Background: an optimization exercise with open tools, aiming at small area and few clock cycles. Do not read the settings as production practice.
Where RTL was checked, it was by simulation tests only, not by an equivalence proof against the original.
For runs 2 and 3, only the layout was checked, not whether the RTL still works.
No activity file was given, so power comes from the tool's default toggle rates.

### flow/constraint.sdc
create_clock -name core_clock -period 8.0 [get_ports {iCLK}]
set_input_delay 1.6000 -clock core_clock [delete_from_list [all_inputs] [get_ports {iCLK}]]
set_output_delay 1.6000 -clock core_clock [all_outputs]
set_load 0.01 [all_outputs]
### flow/config.mk
export PLATFORM = sky130hd
export DESIGN_NAME = multi_color_centroid_tracker
export DESIGN_NICKNAME = multi_color_centroid_tracker
export VERILOG_FILES = /design/flow/design.v
export SDC_FILE = /design/flow/constraint.sdc
export NUM_CORES = 4
export LEC_CHECK = 0
export CAP_MARGIN = 20
export CORE_MARGIN = 2
export CORE_UTILIZATION = 40
export SLEW_MARGIN = 20
### flow/run.sh
#!/bin/bash
# synth_recipe.tcl (not shown) runs the flow's synth.tcl, then flattens the netlist and writes it again
# the make line also repeats each setting of config.mk as NAME=value (left out here)
make -C /OpenROAD-flow-scripts/flow DESIGN_CONFIG=/design/flow/config.mk WORK_HOME=/design/flow/orfs CLKGATE_MAP_FILE= SYNTH_SCRIPT=/design/flow/synth_recipe.tcl finish
### flow/design.v
module multi_color_centroid_tracker #(
  parameter int NUM_COLORS = 2,
  parameter int DATA_W     = 12,
  parameter int COORD_W    = 16,
  parameter int CNT_W      = 24,
  parameter int SUM_W      = 40,
  parameter int MIN_PIXELS = 64,
  localparam int SEL_W     = (NUM_COLORS > 1) ? $clog2(NUM_COLORS) : 1,
  localparam int C_W       = DATA_W / 3
) (
  input  logic                          iCLK,
  input  logic                          iRST,
  input  logic                          iEN,
  input  logic                          iFVAL,
  input  logic                          iDATA_VAL,
  input  logic [DATA_W-1:0]             iDATA,
  input  logic [COORD_W-1:0]            iX_Cont,
  input  logic [COORD_W-1:0]            iY_Cont,
  input  logic                          iCFG_WE,
  input  logic [SEL_W-1:0]              iCFG_SEL,
  input  logic [DATA_W-1:0]             iCFG_MEAN,
  input  logic [C_W-1:0]                iCFG_THRESH,
  output logic [NUM_COLORS-1:0]         oOBJ_VAL,
  output logic [NUM_COLORS*COORD_W-1:0] oX_POS,
  output logic [NUM_COLORS*COORD_W-1:0] oY_POS,
  output logic                          oDONE,
  output logic                          oBUSY,
  output logic                          oOVERRUN
);
  localparam int               RHI_W   = SUM_W - COORD_W;      
  localparam int               STEPS   = 2 * COORD_W;          
  localparam int               STEP_W  = $clog2(STEPS);
  localparam logic [CNT_W-1:0] MIN_CNT = CNT_W'(MIN_PIXELS);
  function automatic logic [C_W-1:0] abs_diff(input logic [C_W-1:0] a, input logic [C_W-1:0] b);
    abs_diff = (a >= b) ? (a - b) : (b - a);
  endfunction
  function automatic logic color_match(input logic [DATA_W-1:0] pix,
                                       input logic [DATA_W-1:0] mean,
                                       input logic [C_W-1:0]    thr);
    logic ok;
    ok = 1'b1;
    for (int c = 0; c < 3; c++) begin
      if (abs_diff(pix[c*C_W +: C_W], mean[c*C_W +: C_W]) > thr) ok = 1'b0;
    end
    color_match = ok;
  endfunction
  logic fval_q, fall_q;
  logic [NUM_COLORS-1:0][DATA_W-1:0] stg_mean_q, act_mean_q;
  logic [NUM_COLORS-1:0][C_W-1:0]    stg_thr_q, act_thr_q;
  always_ff @(posedge iCLK) begin
    if (iRST) begin
      stg_mean_q <= '0;
      stg_thr_q  <= '0;
    end else if (iCFG_WE && (int'(iCFG_SEL) < NUM_COLORS)) begin
      stg_mean_q[iCFG_SEL] <= iCFG_MEAN;
      stg_thr_q[iCFG_SEL]  <= iCFG_THRESH;
    end
  end
  always_ff @(posedge iCLK) begin
    if (!fval_q) begin
      act_mean_q <= stg_mean_q;
      act_thr_q  <= stg_thr_q;
    end
  end
  logic [NUM_COLORS-1:0]            match;
  logic [NUM_COLORS-1:0][SUM_W-1:0] acc_x_q, acc_y_q;
  logic [NUM_COLORS-1:0][CNT_W-1:0] acc_cnt_q;
  logic [NUM_COLORS-1:0]            acc_ovf_q, acc_cx_q, acc_cy_q;
  always_comb begin
    for (int k = 0; k < NUM_COLORS; k++) begin
      match[k] = iEN & iFVAL & iDATA_VAL &
                 color_match(iDATA,
                             fval_q ? act_mean_q[k] : stg_mean_q[k],
                             fval_q ? act_thr_q[k]  : stg_thr_q[k]);
    end
  end
  always_ff @(posedge iCLK) begin
    for (int k = 0; k < NUM_COLORS; k++) begin
      logic add, keep;
      keep = fval_q;
      add  = match[k] & ~(keep & (acc_ovf_q[k] | (&acc_cnt_q[k])));
      acc_ovf_q[k] <= keep & (acc_ovf_q[k] | (match[k] & (&acc_cnt_q[k])));
      acc_cnt_q[k] <= (keep ? acc_cnt_q[k] : '0) + CNT_W'(add);
      {acc_cx_q[k], acc_x_q[k][COORD_W-1:0]} <= (keep ? {1'b0, acc_x_q[k][COORD_W-1:0]} : '0) + (add ? {1'b0, iX_Cont} : '0);
      {acc_cy_q[k], acc_y_q[k][COORD_W-1:0]} <= (keep ? {1'b0, acc_y_q[k][COORD_W-1:0]} : '0) + (add ? {1'b0, iY_Cont} : '0);
      acc_x_q[k][SUM_W-1:COORD_W] <= keep ? acc_x_q[k][SUM_W-1:COORD_W] + RHI_W'(acc_cx_q[k]) : '0;
      acc_y_q[k][SUM_W-1:COORD_W] <= keep ? acc_y_q[k][SUM_W-1:COORD_W] + RHI_W'(acc_cy_q[k]) : '0;
    end
  end
  logic              busy_q, run_q, done_q, cap;
  logic [STEP_W-1:0] step_q;
  logic [NUM_COLORS-1:0] div_v_q, out_v_q, acc_valid;
  assign cap = fall_q & ~busy_q;
  always_comb begin
    for (int k = 0; k < NUM_COLORS; k++)
      acc_valid[k] = (acc_cnt_q[k] >= MIN_CNT) && !acc_ovf_q[k];
  end
  always_ff @(posedge iCLK) begin
    if (iRST) begin
      fval_q  <= 1'b0;
      fall_q  <= 1'b0;
      busy_q  <= 1'b0;
      run_q   <= 1'b0;
      done_q  <= 1'b0;
      out_v_q <= '0;
    end else begin
      fval_q <= iFVAL;
      fall_q <= fval_q & ~iFVAL;
      done_q <= 1'b0;
      if (cap) begin
        busy_q  <= 1'b1;
        run_q   <= |acc_valid;
        done_q  <= ~|acc_valid;
        out_v_q <= '0;
      end else if (run_q) begin
        if (&step_q) begin
          run_q   <= 1'b0;
          done_q  <= 1'b1;
          out_v_q <= div_v_q;
        end
      end else if (done_q) begin
        busy_q <= 1'b0;
      end
    end
  end
  always_ff @(posedge iCLK) begin
    if (cap) begin
      step_q  <= '0;
      div_v_q <= acc_valid;
    end else begin
      step_q <= step_q + 1'b1;
    end
  end
  logic [NUM_COLORS-1:0][SUM_W-1:0] dx_q, dy_q, step_res;
  logic [NUM_COLORS-1:0][CNT_W-1:0] dc_q;
  always_comb begin
    for (int k = 0; k < NUM_COLORS; k++) begin
      logic [CNT_W:0] rem_sh, diff;
      rem_sh = dx_q[k][SUM_W-1:COORD_W-1];
      diff   = rem_sh - {1'b0, dc_q[k]};
      step_res[k] = {diff[CNT_W] ? rem_sh[CNT_W-1:0] : diff[CNT_W-1:0],
                     dx_q[k][COORD_W-2:0], ~diff[CNT_W]};
    end
  end
  always_ff @(posedge iCLK) begin
    for (int k = 0; k < NUM_COLORS; k++) begin
      if (cap) begin
        dx_q[k] <= acc_x_q[k];
        dy_q[k] <= acc_y_q[k];
        dc_q[k] <= acc_cnt_q[k];
      end else begin
        dx_q[k][SUM_W-1:COORD_W] <= dy_q[k][SUM_W-1:COORD_W];
        dy_q[k][SUM_W-1:COORD_W] <= step_res[k][SUM_W-1:COORD_W];
        if (run_q) begin
          dx_q[k][COORD_W-1:0] <= dy_q[k][COORD_W-1:0];
          dy_q[k][COORD_W-1:0] <= step_res[k][COORD_W-1:0];
        end
      end
    end
  end
  always_comb begin
    oBUSY    = busy_q;
    oDONE    = done_q;
    oOVERRUN = fall_q & busy_q;
    for (int k = 0; k < NUM_COLORS; k++) begin
      oOBJ_VAL[k]                  = out_v_q[k];
      oX_POS[k*COORD_W +: COORD_W] = out_v_q[k] ? dx_q[k][COORD_W-1:0] : '0;
      oY_POS[k*COORD_W +: COORD_W] = out_v_q[k] ? dy_q[k][COORD_W-1:0] : '0;
    end
  end
endmodule
==> results of run 1 <==
[where the power goes]
part	switching (W)	leakage, nW	internal (W)	total (W)
registers	0.000147	4.35	0.00294	0.00309
clock network	0.00104	0.904	0.00155	0.00259
logic	0.00123	7.53	0.00101	0.00224
total	0.00242	12.8	0.00550	0.00792
[cell families (layout without fill, tap and decap cells)]
group,count (synthesis),after routing
XOR/XNOR,218,218
buffers and inverters,229,388
flip-flops,500,500
AND/OR/NAND/NOR,1228,1228
AO/OA/AOI/OAI,432,432
multiplexers,75,75
adder cells (fa/ha/maj),210,210
[synth_stat cells (7+ instances only)]
master / count
sky130_fd_sc_hd__a211oi_1: 11
sky130_fd_sc_hd__a21o_1: 55
sky130_fd_sc_hd__a21oi_1: 168
sky130_fd_sc_hd__a31oi_1: 16
sky130_fd_sc_hd__a41oi_1: 8
sky130_fd_sc_hd__and2_1: 229
sky130_fd_sc_hd__and3_1: 37
sky130_fd_sc_hd__and4_1: 7
sky130_fd_sc_hd__buf_1: 7
sky130_fd_sc_hd__clkbuf_1: 87
sky130_fd_sc_hd__dfxtp_1: 354
sky130_fd_sc_hd__edfxtp_1: 146
sky130_fd_sc_hd__fa_1: 18
sky130_fd_sc_hd__ha_1: 192
sky130_fd_sc_hd__inv_1: 126
sky130_fd_sc_hd__mux2_2: 8
sky130_fd_sc_hd__mux2i_1: 67
sky130_fd_sc_hd__nand2_1: 527
sky130_fd_sc_hd__nand2b_1: 14
sky130_fd_sc_hd__nand3_1: 80
sky130_fd_sc_hd__nand4_1: 28
sky130_fd_sc_hd__nor2_1: 202
sky130_fd_sc_hd__nor2b_1: 18
sky130_fd_sc_hd__nor3_1: 29
sky130_fd_sc_hd__nor4_1: 11
sky130_fd_sc_hd__o211ai_1: 8
sky130_fd_sc_hd__o21a_1: 17
sky130_fd_sc_hd__o21ai_0: 75
sky130_fd_sc_hd__o21ai_1: 19
sky130_fd_sc_hd__o21bai_1: 15
sky130_fd_sc_hd__o31ai_1: 10
sky130_fd_sc_hd__or2_2: 8
sky130_fd_sc_hd__or3_1: 27
sky130_fd_sc_hd__xnor2_1: 100
sky130_fd_sc_hd__xor2_1: 118
[state kept, by name, summed over array words and instances (netlist names), named ones only]
| name | flops |
|---|---|
| act_mean_q | 24 |
| run_q | 1 |
| step_q | 5 |
| acc_cnt_q | 48 |
| dc_q | 48 |
| acc_x_q | 80 |
| acc_cy_q | 2 |
| div_v_q | 2 |
| out_v_q | 2 |
| acc_ovf_q | 2 |
| acc_y_q | 80 |
| act_thr_q | 8 |
| dy_q | 80 |
| dx_q | 80 |
| fval_q | 1 |
| done_q | 1 |
| acc_cx_q | 2 |
| busy_q | 1 |
| fall_q | 1 |
[per-stage QoR]
step | hold WS [ns] | cells | util [%] | total power [W]
after global placement | 0.406 | 3804 | 44.1 | 0.00534
after floorplan | 0.399 | 2892 | - | 0.00494
after global routing | 0.431 | 3906 | 47.0 | 0.00843
after CTS | 0.412 | 3905 | 46.9 | 0.00801
after detailed placement | 0.406 | 3804 | 44.1 | 0.00539
final | 0.404 | 3906 | 47.0 | 0.00792
[path summary, 6_finish.rpt]
| check | endpoint | slack, ns | cells after the start |
|---|---|---|---|
| hold / removal | dx_q[58]$_DFF_P_ | 0.40 | 2 |
| setup / recovery | acc_x_q[55]$_DFF_P_ | 0.53 | 30 |
| setup reg to reg | acc_x_q[55]$_DFF_P_ | 1.01 | 28 |
| hold reg to reg | dx_q[58]$_DFF_P_ | 0.40 | 2 |
[worst max-delay path: cells and delay by family]
kind,cells,cell delay (ns)
adders and majority gates,4,1.09
xor gates and xnor gates,1,0.13
and+or+nand+nor,6,1.32
AOI/OAI and AO/OA,14,2.65
buffers and inverters,4,0.85
muxes,1,0.36
[layer usage]
layer / routed length, µm / vias to the layer above / GRT usage (%)
met3: 2610 / 98 / 3.14
met5: 41 / - / 0
li1: - / 10050 / -
met4: 1420 / 6 / 4.92
met1: 28000 / 9497 / 23.5
met2: 28800 / 287 / 30.5
[cell type report]
type	count	area, µm²	area share, %
Clock buffer	82	1610	5.30
Clock inverter	19	239	0.788
Inverter	126	483	1.59
Multi-Input combinational cell	2163	13900	45.7
Sequential cell	500	11500	37.8
Tap cell	855	1070	3.53
Timing Repair Buffer	161	1590	5.25
==> insert_results.sql, run 1 <==
INSERT INTO impl_metrics (metric_group, metric, value, unit) VALUES
('finish', 'area.growth.synth_to_final', '15.7', '%'),
('clock_network', 'numClockSinks', '500', ''),
('pwr', 'power.density_cell_area', '261', 'nW/µm²'),
('sta', 'rsz0062_at_grt', 'no', ''),
('grt', 'gr-usage-all-layers', '18.0', '%'),
('critical_path', 'cpPeakStageDelay', '0.66', 'ns'),
('die', 'design.die.area', '67600', 'µm²'),
('pwr', 'vdd_drop_max', '0.176', 'mV'),
('die', 'initial_utilization', '40.6', '%'),
('clock_network', 'cts.root.buffer_cell', 'sky130_fd_sc_hd__clkbuf_16', ''),
('clock_network', 'clk_pin_slew', '0.06', 'ns'),
('clock_network', 'post_cts.repair.setup_buffers', '0', ''),
('finish', 'layout.cells.most_common', 'sky130_fd_sc_hd__nand2_1', ''),
('grt', 'grt_max_degree', '116', ''),
('logic_synthesis', 'synth_fp_nets', '3169', ''),
('sta', 'timing.fmax', '0.134', 'GHz'),
('clock_network', 'worstSkewPairLatency', '0.62', 'ns'),
('die', 'placeableCoreArea', '64600', 'µm²'),
('die', 'die_w', '260', 'µm'),
('grt', 'first_global_vias', '19941', ''),
('logic_synthesis', 'synth-seq-cells', '500', ''),
('clock_network', 'count_of_cells_resized_by_post_cts_repair', '0', ''),
('logic_synthesis', 'synthSimpleGateAreaFrac', '22.0', '%'),
('route', 'dr_pass1_iterations', '5', ''),
('critical_path', 'critPathKind', 'input pin to register', ''),
('logic_synthesis', 'ys_seq_area_share', '43.7', '%'),
('die', 'core.rowCount', '93', ''),
('place', 'port_buffers', '135', ''),
('place', 'post-place-ws', '-0.113', 'ns'),
('place', 'placement.cell_area', '28500', 'µm²'),
('grt', 'grt_antenna_before_repair', '3', ''),
('critical_path', 'timing.rr.start', 'fval_q$_SDFF_PP0_', ''),
('place', 'detailed_place_hpwl', '44.1', 'mm'),
('critical_path', 'cp-start-kind', 'input pin', ''),
('critical_path', 'path_common_cell', 'sky130_fd_sc_hd__a21oi_1', ''),
('pwr', 'p_leak', '12.8', 'nW'),
('finish', 'finalNetCount', '3283', ''),
('logic_synthesis', 'dominant_combinational_cell_family_by_area_after_synthesis', 'simple AND/OR/NAND/NOR gates', ''),
('place', 'gp_routability_congestion', '0.883', ''),
('logic_synthesis', 'avgSynthCellArea', '9.07', 'µm²'),
('critical_path', 'setup.worst_path.start', 'iDATA[8]', ''),
('route', 'totalWireLength', '60.9', 'mm'),
('critical_path', 'timing.critical_path.required', '8.53', 'ns'),
('sta', 'timing.setup.tns', '0', 'ns'),
('sta', 'final_hold_viol_count', '0', ''),
('logic_synthesis', 'post_synthesis_cell_count', '2892', ''),
('die', 'floorplan.io_pins', '136', ''),
('finish', 'design_area', '30300', 'µm²'),
('sta', 'fin_crit', '7.47', 'ns'),
('clock_network', 'cts_hold_repair.buffers', '0', ''),
('logic_synthesis', 'synth_edf_count', '146', ''),
('sta', 'worst_pin_slew', '1.02', 'ns'),
('logic_synthesis', 'synth_area', '26200', 'µm²'),
('finish', 'mostFrequentLayoutCells', '527 x sky130_fd_sc_hd__nand2_1, 353 x sky130_fd_sc_hd__dfxtp_1, 229 x sky130_fd_sc_hd__and2_1', ''),
('logic_synthesis', 'synth-xor-area-share', '7.28', '%'),
('route', 'detailedRoute.firstIterationViolations', '981', ''),
('clock_network', 'tritoncts.num_buffers', '54', ''),
('route', 'route.detailed.wl_per_inst', '15.6', 'µm'),
('outcome', 'outcome', 'complete, no violations', ''),
('sta', 'timing.slew.headroom', '31.9', '%'),
('finish', 'number_of_fill_cells', '6098', ''),
('logic_synthesis', 'synth_cell_types', '59', ''),
('finish', 'drive_above_1_share', '4.59', '%'),
('sta', 'final_setup_skew', '0.0358', 'ns'),
('logic_synthesis', 'post_synth_mux_area_share', '2.90', '%'),
('sta', 'setup_viol_count_final', '0', ''),
('logic_synthesis', 'synthAdderAreaFrac', '10.5', '%'),
('route', 'ant_nets', '0', ''),
('logic_synthesis', 'synth.yosys.warnings', '1', ''),
('logic_synthesis', 'async_flop_share', '0', '%'),
('clock_network', 'tritoncts_clock_tree', 'done', '');
Testbench counts, summed over its fixed seeds: cycles 126,318.
==> inputs of run 2 (changes only) <==
--- a/flow/design.v
+++ b/flow/design.v
@@ -75,15 +75,55 @@
     end
   end
-  always_ff @(posedge iCLK) begin
-    for (int k = 0; k < NUM_COLORS; k++) begin
-      logic add, keep;
-      keep = fval_q;
-      add  = match[k] & ~(keep & (acc_ovf_q[k] | (&acc_cnt_q[k])));
-      acc_ovf_q[k] <= keep & (acc_ovf_q[k] | (match[k] & (&acc_cnt_q[k])));
-      acc_cnt_q[k] <= (keep ? acc_cnt_q[k] : '0) + CNT_W'(add);
-      {acc_cx_q[k], acc_x_q[k][COORD_W-1:0]} <= (keep ? {1'b0, acc_x_q[k][COORD_W-1:0]} : '0) + (add ? {1'b0, iX_Cont} : '0);
-      {acc_cy_q[k], acc_y_q[k][COORD_W-1:0]} <= (keep ? {1'b0, acc_y_q[k][COORD_W-1:0]} : '0) + (add ? {1'b0, iY_Cont} : '0);
-      acc_x_q[k][SUM_W-1:COORD_W] <= keep ? acc_x_q[k][SUM_W-1:COORD_W] + RHI_W'(acc_cx_q[k]) : '0;
-      acc_y_q[k][SUM_W-1:COORD_W] <= keep ? acc_y_q[k][SUM_W-1:COORD_W] + RHI_W'(acc_cy_q[k]) : '0;
+  logic [NUM_COLORS-1:0]           add_en;
+  logic [NUM_COLORS-1:0][COORD_W:0] lo_x_sum, lo_y_sum;
+  always_comb begin
+    for (int k = 0; k < NUM_COLORS; k++)
+      add_en[k] = match[k] & ~(fval_q & (acc_ovf_q[k] | (&acc_cnt_q[k])));
+  end
+  for (genvar k = 0; k < NUM_COLORS; k++) begin : g_acc
+    logic [COORD_W-1:0] ax, bx, ay, by;
+    logic [COORD_W:0]   cx, cy;
+    assign ax = fval_q ? acc_x_q[k][COORD_W-1:0] : '0;
+    assign ay = fval_q ? acc_y_q[k][COORD_W-1:0] : '0;
+    assign bx = add_en[k] ? iX_Cont : '0;
+    assign by = add_en[k] ? iY_Cont : '0;
+    assign cx[0] = 1'b0;
+    assign cy[0] = 1'b0;
+    for (genvar i = 0; i < COORD_W; i++) begin : g_bit
+      assign lo_x_sum[k][i] = ax[i] ^ bx[i] ^ cx[i];
+      assign cx[i + 1]      = (ax[i] & bx[i]) | ((ax[i] ^ bx[i]) & cx[i]);
+      assign lo_y_sum[k][i] = ay[i] ^ by[i] ^ cy[i];
+      assign cy[i + 1]      = (ay[i] & by[i]) | ((ay[i] ^ by[i]) & cy[i]);
+    end
+    assign lo_x_sum[k][COORD_W] = cx[COORD_W];
+    assign lo_y_sum[k][COORD_W] = cy[COORD_W];
+  end
+  logic [NUM_COLORS-1:0][RHI_W-1:0] hi_x_inc, hi_y_inc;
+  logic [NUM_COLORS-1:0][CNT_W-1:0] cnt_inc;
+  for (genvar k = 0; k < NUM_COLORS; k++) begin : g_inc
+    logic [RHI_W:0] hcx, hcy;
+    logic [CNT_W:0] ccn;
+    assign hcx[0] = acc_cx_q[k];
+    assign hcy[0] = acc_cy_q[k];
+    assign ccn[0] = add_en[k];
+    for (genvar i = 0; i < RHI_W; i++) begin : g_hi
+      assign hi_x_inc[k][i] = acc_x_q[k][COORD_W + i] ^ hcx[i];
+      assign hcx[i + 1]     = acc_x_q[k][COORD_W + i] & hcx[i];
+      assign hi_y_inc[k][i] = acc_y_q[k][COORD_W + i] ^ hcy[i];
+      assign hcy[i + 1]     = acc_y_q[k][COORD_W + i] & hcy[i];
+    end
+    for (genvar i = 0; i < CNT_W; i++) begin : g_cnt
+      assign cnt_inc[k][i] = (fval_q & acc_cnt_q[k][i]) ^ ccn[i];
+      assign ccn[i + 1]    = (fval_q & acc_cnt_q[k][i]) & ccn[i];
+    end
+  end
+  always_ff @(posedge iCLK) begin
+    for (int k = 0; k < NUM_COLORS; k++) begin
+      acc_ovf_q[k] <= fval_q & (acc_ovf_q[k] | (match[k] & (&acc_cnt_q[k])));
+      acc_cnt_q[k] <= cnt_inc[k];
+      {acc_cx_q[k], acc_x_q[k][COORD_W-1:0]} <= lo_x_sum[k];
+      {acc_cy_q[k], acc_y_q[k][COORD_W-1:0]} <= lo_y_sum[k];
+      acc_x_q[k][SUM_W-1:COORD_W] <= fval_q ? hi_x_inc[k] : '0;
+      acc_y_q[k][SUM_W-1:COORD_W] <= fval_q ? hi_y_inc[k] : '0;
     end
   end
@@ -134,12 +174,16 @@
   logic [NUM_COLORS-1:0][SUM_W-1:0] dx_q, dy_q, step_res;
   logic [NUM_COLORS-1:0][CNT_W-1:0] dc_q;
-  always_comb begin
-    for (int k = 0; k < NUM_COLORS; k++) begin
-      logic [CNT_W:0] rem_sh, diff;
-      rem_sh = dx_q[k][SUM_W-1:COORD_W-1];
-      diff   = rem_sh - {1'b0, dc_q[k]};
-      step_res[k] = {diff[CNT_W] ? rem_sh[CNT_W-1:0] : diff[CNT_W-1:0],
-                     dx_q[k][COORD_W-2:0], ~diff[CNT_W]};
-    end
+  for (genvar k = 0; k < NUM_COLORS; k++) begin : g_div
+    logic [CNT_W:0]   rem_sh, sub_b, diff;
+    logic [CNT_W+1:0] sub_c;
+    assign rem_sh   = dx_q[k][SUM_W-1:COORD_W-1];
+    assign sub_b    = {1'b1, ~dc_q[k]};
+    assign sub_c[0] = 1'b1;
+    for (genvar i = 0; i <= CNT_W; i++) begin : g_bit
+      assign diff[i]      = rem_sh[i] ^ sub_b[i] ^ sub_c[i];
+      assign sub_c[i + 1] = (rem_sh[i] & sub_b[i]) | ((rem_sh[i] ^ sub_b[i]) & sub_c[i]);
+    end
+    assign step_res[k] = {sub_c[CNT_W+1] ? diff[CNT_W-1:0] : rem_sh[CNT_W-1:0],
+                          dx_q[k][COORD_W-2:0], sub_c[CNT_W+1]};
   end
   always_ff @(posedge iCLK) begin
==> flow/flow/run.sh (new file) <==
#!/bin/bash
# Standard layout with smaller port buffers and a leaner clock tree (no dummy loads).
set -euo pipefail
export BUFFER_PORTS_ARGS="-buffer_cell sky130_fd_sc_hd__buf_1"
export CTS_ARGS="-sink_clustering_enable -repair_clock_nets -dont_use_dummy_load -sink_clustering_size 30 -sink_clustering_max_diameter 80"
bash standard.sh > standard.log 2>&1
==> flow/standard.sh (new file) <==
#!/bin/bash
# synth_recipe.tcl (not shown) runs the flow's synth.tcl, then flattens the netlist and writes it again
# the make line also repeats each setting of config.mk as NAME=value (left out here)
make -C /OpenROAD-flow-scripts/flow DESIGN_CONFIG=/design/flow/config.mk WORK_HOME=/design/flow/orfs CLKGATE_MAP_FILE= SYNTH_SCRIPT=/design/flow/synth_recipe.tcl "${@:-finish}"
removed: flow/run.sh
==> insert_results.sql, run 2 <==
INSERT INTO impl_metrics (metric_group, metric, value, unit) VALUES
('logic_synthesis', 'synth_top_flop_cell', 'sky130_fd_sc_hd__dfxtp_1', ''),
('grt', 'grt_first_pass_wirelength', '84.3', 'mm'),
('logic_synthesis', 'synth.yosys.warnings', '1', ''),
('logic_synthesis', 'synth_area', '23500', 'µm²'),
('clock_network', 'cts_htree_levels', '1', ''),
('critical_path', 'path_common_cell', 'sky130_fd_sc_hd__fa_2', ''),
('logic_synthesis', 'synth_fp_nets', '2662', ''),
('logic_synthesis', 'synth.most_common_cell', 'sky130_fd_sc_hd__nand2_1', ''),
('critical_path', 'worst-path-max-fanout', '4', ''),
('route', 'totalWireLength', '52.3', 'mm'),
('die', 'core.rowCount', '88', ''),
('die', 'placeableCoreArea', '57900', 'µm²'),
('pwr', 'power.density_cell_area', '220', 'nW/µm²'),
('sta', 'final_hold_viol_count', '0', ''),
('route', 'route.detailed.drc', '0', ''),
('critical_path', 'cp-start-kind', 'input pin', ''),
('die', 'design.die.area', '60800', 'µm²'),
('clock_network', 'tritoncts_clock_tree', 'done', ''),
('logic_synthesis', 'avgSynthCellArea', '10.4', 'µm²'),
('outcome', 'outcome', 'finished with violations', ''),
('clock_network', 'worstSkewPairLatency', '0.60', 'ns'),
('sta', 'timing.final.ws_setup', '-1.64', 'ns'),
('sta', 'timing.slew.headroom', '31.5', '%'),
('finish', 'finalNetCount', '2886', ''),
('clock_network', 'clk_pin_slew', '0.10', 'ns'),
('route', 'detailedRoute.firstIterationViolations', '715', ''),
('sta', 'fin_crit', '9.64', 'ns'),
('critical_path', 'timing.critical_path.required', '8.47', 'ns'),
('hold_path', 'holdCritStartpoint', 'acc_x_q[16]$_SDFF_PN0_', ''),
('clock_network', 'cts.root.buffer_cell', 'sky130_fd_sc_hd__clkbuf_16', ''),
('critical_path', 'cpPeakStageDelay', '0.54', 'ns'),
('sta', 'timing.setup.tns', '-88.07', 'ns'),
('place', 'gp_routability_congestion', '0.888', ''),
('logic_synthesis', 'synth_cell_types', '39', ''),
('logic_synthesis', 'yosys.area.top_type', 'sky130_fd_sc_hd__dfxtp_1', ''),
('place', 'detailed_place_hpwl', '35.5', 'mm'),
('logic_synthesis', 'netlist_top_cells_count', '504 x sky130_fd_sc_hd__nand2_1, 354 x sky130_fd_sc_hd__dfxtp_1, 216 x sky130_fd_sc_hd__and2_1', ''),
('sta', 'slew_viol_final', '0', ''),
('finish', 'mostFrequentLayoutCells', '469 x sky130_fd_sc_hd__nand2_1, 352 x sky130_fd_sc_hd__dfxtp_1, 215 x sky130_fd_sc_hd__and2_1', ''),
('critical_path', 'critPathKind', 'input pin to register', ''),
('grt', 'gr-usage-all-layers', '17.3', '%'),
('logic_synthesis', 'yosys.area.top_type_share', '30.1', '%'),
('finish', 'layout.cells.most_common', 'sky130_fd_sc_hd__nand2_1', ''),
('die', 'die_w', '247', 'µm'),
('logic_synthesis', 'synth_edf_count', '146', ''),
('pwr', 'vdd_drop_max', '0.183', 'mV'),
('grt', 'first_global_vias', '16171', ''),
('sta', 'rsz0062_at_grt', 'yes', ''),
('logic_synthesis', 'ys_top_cells_by_area', 'sky130_fd_sc_hd__dfxtp_1 30%, sky130_fd_sc_hd__edfxtp_1 19%, sky130_fd_sc_hd__ha_1 11%', ''),
('grt', 'grt_antenna_before_repair', '2', ''),
('route', 'ant_nets', '0', ''),
('sta', 'worst_pin_slew', '1.03', 'ns'),
('route', 'vias', '15707', ''),
('finish', 'number_of_fill_cells', '5238', ''),
('critical_path', 'setup.worst_path.start', 'iDATA[4]', ''),
('grt', 'globalRoute.totalOverflow', '0', ''),
('logic_synthesis', 'ys_seq_area_share', '48.8', '%'),
('sta', 'setup_viol_count_final', '75', ''),
('logic_synthesis', 'post_synthesis_cell_count', '2265', ''),
('route', 'via_per_inst', '4.83', ''),
('flow_run', 'count_of_maximum_capacitance_violations', '0', ''),
('grt', 'grt_max_degree', '155', ''),
('die', 'initial_utilization', '40.6', '%'),
('die', 'floorplan.die.height', '247', 'µm'),
('critical_path', 'timing.critical_path.arrival', '10.11', 'ns'),
('finish', 'area.growth.synth_to_final', '21.2', '%'),
('finish', 'drive_above_1_share', '21.4', '%'),
('finish', 'area_of_the_multi_input_gates', '12600', 'µm²'),
('logic_synthesis', 'async_flop_share', '0', '%'),
('clock_network', 'tritoncts.num_buffers', '27', ''),
('sta', 'final_setup_skew', '0.0489', 'ns'),
('route', 'route.detailed.wl_per_inst', '16.1', 'µm'),
('sta', 'final.hold.worst_slack', '0.424', 'ns'),
('logic_synthesis', 'synth-seq-cells', '500', ''),
('sta', 'min_period_over_period', '121', '%'),
('critical_path', 'crit_path_top_delay_cell', 'sky130_fd_sc_hd__fa_2', ''),
('outcome', 'check-failures', 'setup timing', ''),
('place', 'port_buffers', '135', ''),
('sta', 'timing.fmax', '0.104', 'GHz'),
('critical_path', 'timing.rr.start', 'dx_q[15]$_DFFE_PP_', ''),
('route', 'dr_pass1_iterations', '5', ''),
('hold_path', 'hold_path.class', 'register to register', ''),
('die', 'floorplan.io_pins', '136', ''),
('clock_network', 'numClockSinks', '500', ''),
('clock_network', 'cts-root-to-sink-buffers', '3', ''),
('finish', 'layout.area.seq', '11500', 'µm²'),
('critical_path', 'setup.worst_path.end_class', 'register', ''),
('pwr', 'p_leak', '12.5', 'nW');
-- run 2: changes by cell type after synthesis, moves of 22 or more --
cell,previous run,this run
sky130_fd_sc_hd__fa_1,18,118
sky130_fd_sc_hd__a21oi_1,168,109
sky130_fd_sc_hd__xor2_1,118,7
sky130_fd_sc_hd__inv_1,126,157
sky130_fd_sc_hd__nand3_1,80,58
sky130_fd_sc_hd__and3_1,37,11
sky130_fd_sc_hd__o21ai_0,75,51
sky130_fd_sc_hd__nor3_1,29,3
sky130_fd_sc_hd__nor2_1,202,64
sky130_fd_sc_hd__a21o_1,55,24
sky130_fd_sc_hd__or3_1,27,0
sky130_fd_sc_hd__xnor2_1,100,13
sky130_fd_sc_hd__nand2_1,527,504
-- run 2: stage by stage --
step / power [W] / std cells / instance area [µm²] / util (%) / setup WS, ns
2_1_floorplan: 0.00394 / 2265 / 24100 / - / -1.61
3_3_place_gp: 0.00421 / 3189 / 26100 / 45.0 / -2.32
3_5_place_dp: 0.00426 / 3189 / 26100 / 45.0 / -2.44
6_report: 0.00628 / 3254 / 28500 / 49.2 / -1.64
4_1_cts: 0.00614 / 3257 / 28100 / 48.5 / -1.61
5_1_grt: 0.00667 / 3254 / 28500 / 49.2 / -1.86
-- run 2: timing repair --
action / CTS / global route
gates cloned: 15 / 0
endpoints found under the setup margin: 83 / 82
resized for setup: 216 / 117
pin swaps: 40 / 32
setup buffers: 27 / 3
hold buffers: 0 / 0
-- run 2: report_power, final --
part           switching, W  internal, W  total (W)
combinational      0.000921     0.000907    0.00183
sequential         0.000156      0.00291    0.00307
clock              0.000790     0.000600    0.00139
-- run 2: final timing paths --
| path | end | slack, ns | cells after the start |
|---|---|---|---|
| worst max-delay path | acc_x_q[55]$_DFF_P_ | -1.64 | 34 |
| worst min register to register | dx_q[16]$_DFF_P_ | 0.42 | 2 |
| worst max register to register | dy_q[0]$_DFFE_PP_ | -1.36 | 32 |
| worst min-delay path | dx_q[16]$_DFF_P_ | 0.42 | 2 |
-- run 2: final cells by class --
class	instances	share of cell area [%]
Antenna cell	2	0.0176
Clock buffer	27	2.37
Inverter	159	2.23
Multi-Input combinational cell	1503	44.2
Sequential cell	500	40.3
Tap cell	765	3.36
Timing Repair Buffer	298	7.60
-- run 2: cells by family (layout without fill, tap and decap cells) --
| kind of cell | after synthesis | after routing | share of synthesized area (%) |
|---|---|---|---|
| AO/OA/AOI/OAI | 198 | 198 | 4.81 |
| XOR/XNOR | 20 | 20 | 0.745 |
| adder cells (fa/ha/maj) | 330 | 330 | 21.3 |
| buffers and inverters | 262 | 484 | 4.31 |
| flip-flops | 500 | 500 | 48.8 |
| multiplexers | 54 | 54 | 2.34 |
| other | 0 | 2 | 0 |
| AND/OR/NAND/NOR | 901 | 901 | 17.7 |
-- run 2: worst max-delay path, delay by kind of cell --
kind | cells | cell delay [ns]
muxes | 1 | 0.34
AOI/OAI and AO/OA | 6 | 1.29
buffers and inverters | 6 | 0.34
and+or+nand+nor | 2 | 0.34
adders and majority gates | 19 | 6.21
-- run 2: per-layer routing --
metal	global-route usage [%]	share of wire [%]
met2	28.9	48
met4	4.00	2.5
met5	0	0
met3	2.80	4.1
met1	23.4	46
==> inputs of run 3 (changes only) <==
==> flow/run.sh (new file) <==
#!/bin/bash
# synth_recipe.tcl (not shown) runs the flow's synth.tcl, then flattens the netlist and writes it again
# the make line also repeats each setting of config.mk as NAME=value (left out here)
make -C /OpenROAD-flow-scripts/flow DESIGN_CONFIG=/design/flow/config.mk WORK_HOME=/design/flow/orfs CLKGATE_MAP_FILE= SYNTH_SCRIPT=/design/flow/synth_recipe.tcl finish
removed: flow/flow/run.sh
removed: flow/standard.sh
==> insert_results.sql, run 3 <==
INSERT INTO impl_metrics (metric_group, metric, value, unit) VALUES
('outcome', 'outcome', 'finished with violations', ''),
('outcome', 'check-failures', 'setup timing', ''),
('die', 'core.rowCount', '88', ''),
('finish', 'layout.cells.most_common', 'sky130_fd_sc_hd__nand2_1', ''),
('critical_path', 'crit_path_top_delay_cell', 'sky130_fd_sc_hd__fa_2', ''),
('route', 'via_per_inst', '4.82', ''),
('finish', 'count_of_inserted_antenna_diode_cells', '0', ''),
('sta', 'setup_viol_count_final', '74', ''),
('logic_synthesis', 'ys_top_cells_by_area', 'sky130_fd_sc_hd__dfxtp_1 30%, sky130_fd_sc_hd__edfxtp_1 19%, sky130_fd_sc_hd__ha_1 11%', ''),
('grt', 'first_global_vias', '17128', ''),
('grt', 'globalRoute.totalOverflow', '0', ''),
('sta', 'worst_pin_slew', '0.974', 'ns'),
('sta', 'timing.setup.tns', '-88.48', 'ns'),
('logic_synthesis', 'synth-seq-cells', '500', ''),
('grt', 'grt_first_pass_wirelength', '87.1', 'mm'),
('clock_network', 'cts_htree_levels', '2', ''),
('route', 'detailedRoute.firstIterationViolations', '604', ''),
('grt', 'grt_antenna_before_repair', '0', ''),
('sta', 'rsz0062_at_grt', 'yes', ''),
('logic_synthesis', 'synth_top_flop_cell', 'sky130_fd_sc_hd__dfxtp_1', ''),
('flow_run', 'count_of_maximum_capacitance_violations', '0', ''),
('finish', 'drive_above_1_share', '23.1', '%'),
('place', 'post-place-ws', '-2.73', 'ns'),
('sta', 'min_period_over_period', '120', '%'),
('critical_path', 'worst-path-max-fanout', '4', ''),
('logic_synthesis', 'synth.most_common_cell', 'sky130_fd_sc_hd__nand2_1', ''),
('hold_path', 'hold_path.class', 'register to register', ''),
('finish', 'fin_util', '52.5', '%'),
('route', 'totalWireLength', '54.2', 'mm'),
('logic_synthesis', 'synth_area', '23500', 'µm²'),
('sta', 'timing.slew.headroom', '35.1', '%'),
('grt', 'gr-usage-all-layers', '18.0', '%'),
('critical_path', 'cpPeakStageDelay', '0.53', 'ns'),
('die', 'design.die.area', '60800', 'µm²'),
('clock_network', 'cts_hold_repair.buffers', '0', ''),
('finish', 'area.growth.synth_to_final', '29.3', '%'),
('route', 'dr_pass1_iterations', '5', ''),
('critical_path', 'cp-start-kind', 'input pin', ''),
('route', 'vias', '16044', ''),
('critical_path', 'path_common_cell', 'sky130_fd_sc_hd__fa_2', ''),
('place', 'detailed_place_hpwl', '36.1', 'mm'),
('sta', 'final_setup_skew', '0.0513', 'ns'),
('route', 'route.detailed.wl_per_inst', '16.3', 'µm'),
('finish', 'finalNetCount', '2923', ''),
('die', 'initial_utilization', '40.6', '%'),
('pwr', 'power.density_cell_area', '242', 'nW/µm²'),
('critical_path', 'timing.critical_path.arrival', '10.12', 'ns'),
('route', 'route.detailed.drc', '0', ''),
('critical_path', 'timing.critical_path.required', '8.52', 'ns'),
('sta', 'slew_viol_final', '0', ''),
('place', 'port_buffers', '135', ''),
('clock_network', 'tritoncts_clock_tree', 'done', ''),
('clock_network', 'clk_pin_slew', '0.06', 'ns'),
('logic_synthesis', 'synth_fp_nets', '2662', ''),
('sta', 'timing.fmax', '0.104', 'GHz'),
('logic_synthesis', 'avgSynthCellArea', '10.4', 'µm²'),
('logic_synthesis', 'ys_seq_area_share', '48.8', '%'),
('logic_synthesis', 'netlist_top_cells_count', '504 x sky130_fd_sc_hd__nand2_1, 354 x sky130_fd_sc_hd__dfxtp_1, 216 x sky130_fd_sc_hd__and2_1', ''),
('logic_synthesis', 'synth_cell_types', '39', ''),
('route', 'ant_nets', '0', ''),
('clock_network', 'tritoncts.num_buffers', '52', ''),
('clock_network', 'numClockSinks', '500', ''),
('finish', 'mostFrequentLayoutCells', '466 x sky130_fd_sc_hd__nand2_1, 352 x sky130_fd_sc_hd__dfxtp_1, 215 x sky130_fd_sc_hd__and2_1', ''),
('clock_network', 'worstSkewPairLatency', '0.62', 'ns'),
('sta', 'final_hold_viol_count', '0', ''),
('sta', 'timing.final.ws_setup', '-1.60', 'ns'),
('critical_path', 'setup.worst_path.end_class', 'register', ''),
('place', 'gp_routability_congestion', '0.853', ''),
('clock_network', 'cts.root.buffer_cell', 'sky130_fd_sc_hd__clkbuf_16', ''),
('pwr', 'totalPowerFinal', '0.00735', 'W'),
('clock_network', 'cts-root-to-sink-buffers', '3', ''),
('logic_synthesis', 'async_flop_share', '0', '%'),
('die', 'floorplan.io_pins', '136', ''),
('pwr', 'p_leak', '13.5', 'nW'),
('die', 'die_w', '247', 'µm'),
('logic_synthesis', 'synth.yosys.warnings', '1', ''),
('grt', 'grt_max_degree', '95', ''),
('finish', 'number_of_fill_cells', '5068', ''),
('finish', 'design_area', '30400', 'µm²'),
('logic_synthesis', 'synth_edf_count', '146', ''),
('sta', 'fin_crit', '9.60', 'ns'),
('die', 'floorplan.die.height', '247', 'µm'),
('critical_path', 'critPathKind', 'input pin to register', ''),
('logic_synthesis', 'post_synthesis_cell_count', '2265', ''),
('logic_synthesis', 'yosys.area.top_type', 'sky130_fd_sc_hd__dfxtp_1', ''),
('pwr', 'vdd_drop_max', '0.194', 'mV'),
('place', 'placement.cell_area', '26900', 'µm²'),
('die', 'placeableCoreArea', '57900', 'µm²'),
('logic_synthesis', 'yosys.area.top_type_share', '30.1', '%');
run 3: changes by cell type in the layout (fill, tap and decap cells not counted), sizes merged:
| cell | delta |
|---|---|
| clkbuf | +54 |
| buf | -117 |
| inv | +2 |
| clkinv | +10 |
| clkinvlp | +1 |
| dlymetal6s2s | +1 |
| diode | -2 |
| dlygate4sd2 | +2 |
| clkdlybuf4s50 | +126 |
| bufinv | +1 |
run 3: path summary, 6_finish.rpt:
check,startpoint,to,slack [ns],cells after the start
max,iDATA[4],acc_x_q[55]$_DFF_P_,-1.60,34
min,dy_q[73]$_DFF_P_,dx_q[73]$_DFF_P_,0.39,2
max reg2reg,dx_q[55]$_DFFE_PP_,dy_q[73]$_DFF_P_,-1.36,33
min reg2reg,dy_q[73]$_DFF_P_,dx_q[73]$_DFF_P_,0.39,2
run 3: timing repair:
item / 4_1_cts / 5_1_grt
setup endpoints to repair: 90 / 84
gates resized for setup: 209 / 143
pin swaps: 35 / 37
setup buffers: 31 / 14
gates cloned: 15 / 0
run 3: stage by stage:
stage | hold slack (ns) | instances
after floorplan | 0.399 | 2265
after global placement | 0.403 | 3190
after detailed placement | 0.405 | 3190
after CTS | 0.391 | 3331
final | 0.395 | 3332
after global routing | 0.420 | 3332
run 3: kinds of logic after synthesis:
group           count (synthesis)  synth area share (%)
simple gates                  901                  17.7
flops                         500                  48.8
fa+ha+maj                     330                  21.3
buf+inv                       262                  4.31
compound gates                198                  4.81
mux                            54                  2.34
xor+xnor                       20                 0.745
run 3: area by class of cell:
cell class / count / area [µm²] / area share, %
sequential: 500 / 11500 / 37.7
multi-input combinational: 1503 / 12500 / 41.1
tap: 765 / 957 / 3.15
clock buffer: 81 / 1590 / 5.24
timing repair buffer: 310 / 3100 / 10.2
clock inverter: 14 / 145 / 0.477
inverter: 159 / 632 / 2.08
run 3: critical path: cells and delay by family:
family | cells | cell delay [ns]
and+or+nand+nor | 2 | 0.35
muxes | 1 | 0.34
AOI/OAI and AO/OA | 6 | 1.26
buffers and inverters | 6 | 0.36
adders and majority gates | 19 | 6.20
run 3: layer usage:
layer  GRT usage (%)  share of wire, %  vias up
li1                -                 -     7919
met1            22.6                44     7784
met2            31.2                49      231
met3            2.85               3.5      110
met4            6.47               3.0        0
met5               0                 0        -
run 3: report_power, final:
group | internal, W | switching [W]
Sequential | 0.00291 | 0.000145
Clock | 0.00141 | 0.00103
Combinational | 0.000940 | 0.000916

port drivers added, routing unchanged:
The results above use ideal ports. As a check the final layouts listed here were re-extracted and re-timed, cells and wires unchanged.
Step 1 (the two cells are an assumption about what drives the block):
set clk [get_ports {iCLK}]
set_driving_cell -lib_cell sky130_fd_sc_hd__clkbuf_16 $clk
set_driving_cell -lib_cell sky130_fd_sc_hd__buf_2 [delete_from_list [all_inputs] $clk]
Step 2 moves the port delays by t, midway between the first and last clock arrival at a register: inputs arrive t later, outputs are due t later. That takes back most of the time a late clock gives input paths.
a / b / c = no drivers / after step 1 / after step 2; a / b = the first two.
run | t, ns | setup slack, ns | latest minus earliest clock arrival (ns) | pins driven straight from the clock port
run 1 | 0.659 | 0.527 / 0.567 / -0.092 | 0.037 / 0.037 | 1
run 2 | 0.633 | -1.644 / -1.636 / -2.270 | 0.049 / 0.049 | 1
run 3 | 0.655 | -1.598 / -1.573 / -2.227 | 0.051 / 0.051 | 1
Met with ideal ports but missed after step 2: setup timing in run 1. The setup slack of run 3, which loses most, moves by +0.025 ns with the drivers and by -0.629 ns with both steps.
